This design comes from an exercise in tuning for small area, a short achievable clock period and few clock cycles per item on the open sky130 flow, not from production work. RTL that was checked went through simulation tests only; none was proved equivalent to the original. Power and IR drop assume default switching activity.

==> build 70 <==
// cnn_top
module cnn_top (
	input  wire         clk,
	input  wire         reset_b,
	input  wire         run,
	output logic        busy,
	output logic [11:0] in_rd_addr,
	input  wire  [15:0] in_rd_data,
	output logic [11:0] weights_rd_addr,
	input  wire  [15:0] weights_rd_data,
	output logic [28:0] out_wr
);
export LEC_CHECK = 0
export CAP_MARGIN = 20
export CORE_MARGIN = 2
export CORE_UTILIZATION = 60
export CTS_CLUSTER_DIAMETER = 80
export CTS_CLUSTER_SIZE = 24
export SLEW_MARGIN = 70
export SYNTH_HIERARCHICAL = 1
create_clock -name core_clock -period 10.0 [get_ports {clk}]
standard.sh (not shown) runs the stock make flow with config.mk's settings and CLKGATE_MAP_FILE= SYNTH_SCRIPT=/design/flow/synth_recipe.tcl, a recipe that flattens the netlist after the stock synthesis.
==> flow/flow/run.sh <==
#!/bin/bash
set -euo pipefail
cd "$(dirname "$0")/.."
export SETUP_SLACK_MARGIN=6.8
export BUFFER_PORTS_ARGS="-buffer_cell sky130_fd_sc_hd__buf_2"
bash standard.sh > flow_make.log 2>&1
==> trial 54: changes against build 70 <==
--- a/flow/design.v
+++ b/flow/design.v
@@ -3169,14 +3169,14 @@
 		rb_q16 <= s1686;
 		ra_q17 <= c1687;
 		rb_q17 <= s1688;
 		ra_q18 <= q125;
 		rb_q18 <= c1689;
 	end
-	assign ra = {ra_q18, ra_q17, ra_q16, ra_q15, ra_q14, ra_q13, ra_q12, ra_q11, ra_q10, ra_q9, ra_q8, ra_q7, ra_q6, ra_q5, ra_q4, ra_q3, ra_q2, ra_q1, ra_q0};
-	assign rb = {rb_q18, rb_q17, rb_q16, rb_q15, rb_q14, rb_q13, rb_q12, rb_q11, rb_q10, rb_q9, rb_q8, rb_q7, rb_q6, rb_q5, rb_q4, rb_q3, rb_q2, rb_q1, 1'b1};
+	assign ra = {~ra_q18, ~ra_q17, ~ra_q16, ~ra_q15, ~ra_q14, ~ra_q13, ~ra_q12, ~ra_q11, ~ra_q10, ~ra_q9, ~ra_q8, ~ra_q7, ~ra_q6, ~ra_q5, ~ra_q4, ~ra_q3, ~ra_q2, ~ra_q1, ~ra_q0};
+	assign rb = {~rb_q18, ~rb_q17, ~rb_q16, ~rb_q15, ~rb_q14, ~rb_q13, ~rb_q12, ~rb_q11, ~rb_q10, ~rb_q9, ~rb_q8, ~rb_q7, ~rb_q6, ~rb_q5, ~rb_q4, ~rb_q3, ~rb_q2, ~rb_q1, 1'b0};
 endmodule
 module cnn_fa (
 	input  wire  a, b, c,
 	output logic s, co
 );
 	assign s  = a ^ b ^ c;
@@ -3402,13 +3402,13 @@
 	end
 	logic [18:0] sum;
 	logic [6:0]  clipped, clip_q;
 	logic        c_first, c_done, c_last;
 	logic [6:0]  pool;
 	logic        res_valid, res_last;
-	assign sum = ~(ra + rb + 19'd1);
+	assign sum = ra + rb;
 	always_comb begin
 		if (sum[18])
 			clipped = 7'd0;
 		else if (|sum[17:7])
 			clipped = 7'd127;
 		else
@@ -3453,15 +3453,14 @@
 		wr_int <= res_valid && (have_hi || res_last);
 		if (run)
 			oa_int <= '0;
 		else if (wr_int)
 			oa_int <= oa_int + 12'd1;
 	end
-	logic [6:0] hold;
 	always_ff @(posedge clk) begin
 		if (res_valid && !have_hi)
-			hold <= pool;
-		hi_q <= have_hi ? hold : pool;
-		lo_q <= have_hi ? pool : 7'd0;
+			hi_q <= pool;
+		if (res_valid)
+			lo_q <= have_hi ? pool : 7'd0;
 	end
 endmodule
 `default_nettype wire
==> flow/config.mk (replaced) <==
export PLATFORM = sky130hd
export DESIGN_NAME = cnn_top
export DESIGN_NICKNAME = cnn_top
export VERILOG_FILES = /design/flow/design.v
export SDC_FILE = /design/flow/constraint.sdc
export NUM_CORES = 4
export LEC_CHECK = 0
export CAP_MARGIN = 20
export CORE_MARGIN = 2
export CORE_UTILIZATION = 50
export CTS_CLUSTER_DIAMETER = 80
export CTS_CLUSTER_SIZE = 24
export SLEW_MARGIN = 70
export SYNTH_HIERARCHICAL = 1
==> qor summary <==
quantity	trial 54	build 70
Outcome	finished clean	finished clean
Sequential Power Share	33.8%	35.3%
Worst R2R Path Depth	8	5
Non-clock buffering overhead in the final layout	2.01%	1.36%
Placed Instances	3529	3313
Overall routing resource usage	28.2%	31.3%
Num sequential	583	590
Peak supply drop	0.372 mV	0.319 mV
Register-to-register setup slack	6800 ps	6920 ps
Height of the chip	258 um	237 um
Row count	93	85
Number of enable-type register cells in the synthesized netlist	102	95
Period Utilization, post-route	32.0%	30.8%
Simple-Gate Fraction of Synth Area	12.5%	12.5%
Register area	12800 um^2	12800 um^2
Cell at the slowest stage of the critical path	sky130_fd_sc_hd__fa_2	sky130_fd_sc_hd__dfxtp_1
Crit-path max cell delay	560 ps	360 ps
Met2 Resource Use GR	44.9%	49.3%
Share of the yosys chip area belonging to registers	39.3%	39.1%
Highest signal layer in the routed design	met4	met5
Met3 track utilization from global routing	7.90%	9.66%
Testbench counts of trial 54, summed over its fixed seeds: cycles 144,886, items 32,549.
Only the layout flow was run in build 70; the RTL was not checked for function there.

## afterwards: timing with drivers on the ports
The results above use ideal ports. As a check the final layouts listed here were re-extracted and re-timed, cells and wires unchanged.
Step 1, drivers: a clkbuf_16 drives clk and a buf_2 each remaining input, both assumed.
Step 2 adds t to the input delays and takes it off the output delays; t is the mean of the earliest and latest rising clock arrival at the registers after step 1. Input paths then give back, and output paths get back, about the clock's delay inside the block.
Slacks: no drivers / after step 1 / after step 2; pairs: no drivers / after step 1.
run	t (ns)	setup slack, ns	worst hold slack (ns)	worst slew at a driven data input, ns
build 70	0.636	6.922 / 6.859 / 6.885	0.331 / 0.331 / 0.331	0.07
trial 54	0.638	6.804 / 6.804 / 6.804	0.331 / 0.331 / 0.331	0.05
After both steps setup and hold are still met in every run listed. The setup slack of build 70, which loses most, moves by -0.063 ns with the drivers and by -0.037 ns with both steps.
